What follows belongs to an exercise in optimizing a design on an open flow for small area, a short achievable clock period and few clock cycles per item; a production flow would make more cautious choices.
RTL that was checked went through simulation tests only; none was proved equivalent to the original.
Power is estimated from default activity; no workload was simulated.

## try-garnet
Design framed_target_stepper_sequencer, start of the top module:
module framed_target_stepper_sequencer #(
    parameter int STEP_WIDTH = 12
) (
    input  logic        aclk,
    input  logic        aresetn,
    input  logic        s_tvalid,
    output logic        s_tready,
    input  logic [7:0]  s_tdata,
    input  logic        s_tuser,
    output logic        m_tvalid,
    input  logic        m_tready,
    output logic [7:0]  m_tdata,
    input  logic        cfg_valid,
    output logic        cfg_ready,
    input  logic [2:0]  cfg_index,
    input  logic [21:0] cfg_wdata
);
Size in the first run: ~1,500 cells after synthesis, roughly 250 flip-flops, ~50 I/O pins, roughly 0.015 sq mm of cells after synthesis.
==> module ftss_ks_add, before the edit <==
module ftss_ks_add #(
    parameter int W = 8
) (
    input  logic [W-1:0] a,
    input  logic [W-1:0] b,
    input  logic         cin,
    output logic [W-1:0] sum,
    output logic         cout
);
    localparam int L = $clog2(W + 1);
    logic [W:0] g [0:L];
    logic [W:0] p [0:L];
    logic [W-1:0] hp;
    assign hp = a ^ b;
    assign g[0] = {a & b, cin};
    assign p[0] = {hp, 1'b0};
    for (genvar k = 0; k < L; k++) begin : g_lvl
        for (genvar i = 0; i <= W; i++) begin : g_bit
            if (i >= (1 << k)) begin : g_op
                assign g[k+1][i] = g[k][i] | (p[k][i] & g[k][i - (1 << k)]);
                assign p[k+1][i] = p[k][i] & p[k][i - (1 << k)];
            end else begin : g_pass
                assign g[k+1][i] = g[k][i];
                assign p[k+1][i] = p[k][i];
            end
        end
    end
    assign sum  = hp ^ g[L][W-1:0];
    assign cout = g[L][W];
endmodule
==> module ftss_bk_add, before the edit <==
module ftss_bk_add #(
    parameter int W = 8
) (
    input  logic [W-1:0] a,
    input  logic [W-1:0] b,
    input  logic         cin,
    output logic [W-1:0] sum,
    output logic         cout
);
    localparam int N = W + 1;
    localparam int L = $clog2(N);
    logic [W-1:0] hp;
    logic [N-1:0] g, p;
    assign hp = a ^ b;
    always_comb begin
        g = {a & b, cin};
        p = {hp, 1'b0};
        for (int d = 0; d < L; d++) begin
            for (int i = (2 << d) - 1; i < N; i += (2 << d)) begin
                g[i] = g[i] | (p[i] & g[i - (1 << d)]);
                p[i] = p[i] & p[i - (1 << d)];
            end
        end
        for (int d = L - 2; d >= 0; d--) begin
            for (int i = 3 * (1 << d) - 1; i < N; i += (2 << d)) begin
                g[i] = g[i] | (p[i] & g[i - (1 << d)]);
                p[i] = p[i] & p[i - (1 << d)];
            end
        end
    end
    assign sum  = hp ^ g[W-1:0];
    assign cout = g[W];
endmodule
Settings: LEC_CHECK=0, CAP_MARGIN=20, CORE_MARGIN=2, CORE_UTILIZATION=40, SLEW_MARGIN=20, BUFFER_PORTS_ARGS=-buffer_cell sky130_fd_sc_hd__buf_2; clock period 11.0 ns.
standard.sh (not shown) runs the stock make flow with config.mk's settings and CLKGATE_MAP_FILE= SYNTH_SCRIPT=/design/flow/synth_recipe.tcl, a recipe that flattens the netlist after the stock synthesis.
==> flow/flow/run.sh <==
#!/bin/bash
# Standard ORFS layout, with plain buffers (not delay buffers) on the ports.
set -euo pipefail
cfg=${FLOW_CONFIG:-config.mk}
cat flow/extra.mk >> "$cfg"
bash standard.sh finish > std_flow.log 2>&1
==> flow/flow/extra.mk <==
export BUFFER_PORTS_ARGS = -buffer_cell sky130_fd_sc_hd__buf_2
diff inputs: try-garnet => try-fjord
--- a/flow/design.v
+++ b/flow/design.v
@@ -25,9 +25,9 @@
     input  logic         cin,
     output logic [W-1:0] sum,
     output logic         cout
 );
-    localparam int L = $clog2(W + 1);
+    localparam int L = (W + 1 > 16) ? 5 : (W + 1 > 8) ? 4 : (W + 1 > 4) ? 3 : 2;
     logic [W:0] g [0:L];
     logic [W:0] p [0:L];
     logic [W-1:0] hp;
     assign hp = a ^ b;
@@ -56,9 +56,9 @@
     output logic [W-1:0] sum,
     output logic         cout
 );
     localparam int N = W + 1;
-    localparam int L = $clog2(N);
+    localparam int L = (N > 16) ? 5 : (N > 8) ? 4 : (N > 4) ? 3 : 2;
     logic [W-1:0] hp;
     logic [N-1:0] g, p;
     assign hp = a ^ b;
     always_comb begin
[summary]
Remaining global-route overflow across try-fjord and try-garnet: no real change. [compare] base=try-garnet new=try-fjord: initial antenna violation count neither gained nor lost much; power in combinational cells neither gained nor lost much; routed wire length neither gained nor lost much; combinational power share neither gained nor lost much. Comparing try-fjord against try-garnet, there is no change at all in worst supply voltage drop on vdd. try-garnet -> try-fjord: mapped cell area flat. As far as wire length of the first global-routing pass goes, try-garnet and try-fjord are indistinguishable; the numbers are identical. try-garnet -> try-fjord: aggregate global-route resource usage delta 0, exact match. From try-garnet to try-fjord, non-clock buffer count did not move at all. Compared with try-garnet, in try-fjord cell count after synthesis shows no meaningful change; final hold slack about even; critical path depth neither gained nor lost much; DRC marker count from the first detailed-route iteration ~0 delta.
Testbench counts of try-fjord, summed over its fixed seeds: cycles 160,236, items 160,000.
For try-garnet, only the layout was checked, not whether the RTL still works.


v6:
framed_target_stepper_sequencer, a different RTL version from the one above (not shown whole).
Size: ~240 flip-flops, roughly 15000 um2 of cells after synthesis.
clock: 11.0 ns
lec_check: 0
cap_margin: 20
core_margin: 2
core_utilization: 40
cts_cluster_diameter: 90
cts_cluster_size: 28
place_density: 0.72
slew_margin: 20
buffer_ports_args: -buffer_cell sky130_fd_sc_hd__buf_2
setup_slack_margin: 7.7
==> flow/flow/run.sh <==
#!/bin/bash
# Standard ORFS layout (the standard.sh, standard synthesis), with two changes
# read from flow/extra.mk: plain buf_2 port buffers instead of delay buffers, and a
# larger setup slack margin so that repair_timing works below the 11 ns clock.
# The make output goes to std_flow.log; each ORFS step logs under orfs/logs.
set -euo pipefail
cfg=${FLOW_CONFIG:-config.mk}
cat flow/extra.mk >> "$cfg"
bash standard.sh finish > std_flow.log 2>&1
==> flow/flow/extra.mk <==
export BUFFER_PORTS_ARGS = -buffer_cell sky130_fd_sc_hd__buf_2
export SETUP_SLACK_MARGIN = 7.7
Testbench counts of v6, summed over its fixed seeds: cycles 160,236, items 160,000.
Modified inputs, v7 compared to v6
diff --git a/flow/design.v b/flow/design.v
--- a/flow/design.v
+++ b/flow/design.v
@@ -127,40 +127,40 @@
     input  logic [21:0] cfg_wdata
 );
     logic rst_q;
     always_ff @(posedge aclk) rst_q <= !aresetn;
     logic [7:0]  ox, oy;
     logic [21:0] sx, sy;
     logic [11:0] lim;
     logic [15:0] hx, hy;
     logic [17:0] pt;
     assign cfg_ready = 1'b1;
     logic [21:0] wd_lo, wd_hi;
     logic [7:0]  cfg_we;
-    assign wd_lo = cfg_wdata & ~{22{rst_q}};
-    assign wd_hi = cfg_wdata | {22{rst_q}};
+    assign wd_lo = cfg_wdata & {22{aresetn}};
+    assign wd_hi = cfg_wdata | {22{!aresetn}};
     function automatic logic [21:0] wd_rst(logic [21:0] rv, logic [21:0] lo, logic [21:0] hi);
         wd_rst = (rv & hi) | (~rv & lo);
     endfunction
     logic [21:0] d_ox, d_oy, d_sx, d_sy, d_lim, d_hx, d_hy, d_pt;
     assign d_ox  = wd_rst(22'(ftss_pkg::RST_ORIGIN_X), wd_lo, wd_hi);
     assign d_oy  = wd_rst(22'(ftss_pkg::RST_ORIGIN_Y), wd_lo, wd_hi);
     assign d_sx  = wd_rst(ftss_pkg::RST_SCALE_X, wd_lo, wd_hi);
     assign d_sy  = wd_rst(ftss_pkg::RST_SCALE_Y, wd_lo, wd_hi);
     assign d_lim = wd_rst(22'(ftss_pkg::RST_STEP_LIMIT), wd_lo, wd_hi);
     assign d_hx  = wd_rst(22'(ftss_pkg::RST_HALF_PERIOD_X), wd_lo, wd_hi);
     assign d_hy  = wd_rst(22'(ftss_pkg::RST_HALF_PERIOD_Y), wd_lo, wd_hi);
     assign d_pt  = wd_rst(22'(ftss_pkg::RST_PAUSE_TICKS), wd_lo, wd_hi);
     always_comb begin
-        for (int k = 0; k < 8; k++) cfg_we[k] = rst_q || (cfg_valid && cfg_index == 3'(k));
+        for (int k = 0; k < 8; k++) cfg_we[k] = !aresetn || (cfg_valid && cfg_index == 3'(k));
     end
     always_ff @(posedge aclk) begin
         if (cfg_we[0]) ox  <= d_ox[7:0];
         if (cfg_we[1]) oy  <= d_oy[7:0];
         if (cfg_we[2]) sx  <= d_sx;
         if (cfg_we[3]) sy  <= d_sy;
         if (cfg_we[4]) lim <= d_lim[11:0];
         if (cfg_we[5]) hx  <= d_hx[15:0];
         if (cfg_we[6]) hy  <= d_hy[15:0];
         if (cfg_we[7]) pt  <= d_pt[17:0];
     end
     logic       rdy, in_v, in_u;
[summary]
- Compared with v6, v7 shows final cell count lower by 23.
- Diff v6 -> v7: maximum cell stage delay along the critical path flat; combinational power went down by about 1%; worst setup slack after layout increased by 13 ps relative to the old numbers; number of instances in the synthesized netlist down about 1.9%; number of clock buffer instances in the layout now larger.
- Of v6 and v7, the lower unique cell type count in the Yosys netlist belongs to v7.
- From v6 to v7 the numbers moved as follows: share of the core filled with cells increased by 0.96 points relative to the old numbers, sequential cell area share -0.22 points, total power draw shows an increase of 5.0%.
- v6 and v7 ended up with roughly the same combined global-route utilization of all metal layers.
- out_r[1] as the launching element of the worst setup path was reported by v6, and out_v by v7.
- Total routed wirelength (higher): v7
- Area: v7 vs v6 -> v7 larger
Testbench counts of v7, summed over its fixed seeds: cycles 160,236, items 160,000.

port drivers added, routing unchanged:
The flow's constraints put no driver on any port. The routed layouts listed below were extracted and timed again, unchanged, in two steps.
Step 1: set_driving_cell puts a clkbuf_16 on aclk and a buf_2 on each other input, an assumption about the parent block.
Step 2 also shifts input and output timing later by t, the mid clock arrival at the registers, as if the neighbouring blocks saw the same clock.
Three values: ideal, step 1, step 2; two values: the first two.
run | t, ns | setup WS [ns] | slew at the worst register clock pin (ns) | worst data-port slew with drivers (ns)
try-garnet | 0.597 | 7.498 / 7.447 / 7.501 | 0.06 / 0.06 | 0.04
try-fjord | 0.597 | 7.498 / 7.447 / 7.501 | 0.06 / 0.06 | 0.04
v6 | 0.547 | 7.763 / 7.711 / 7.446 | 0.11 / 0.11 | 0.04
v7 | 0.554 | 7.777 / 7.726 / 7.291 | 0.12 / 0.12 | 0.05
After both steps every run listed still meets setup and hold. The setup slack of v7, which loses most, moves by -0.051 ns with the drivers and by -0.486 ns with both steps.
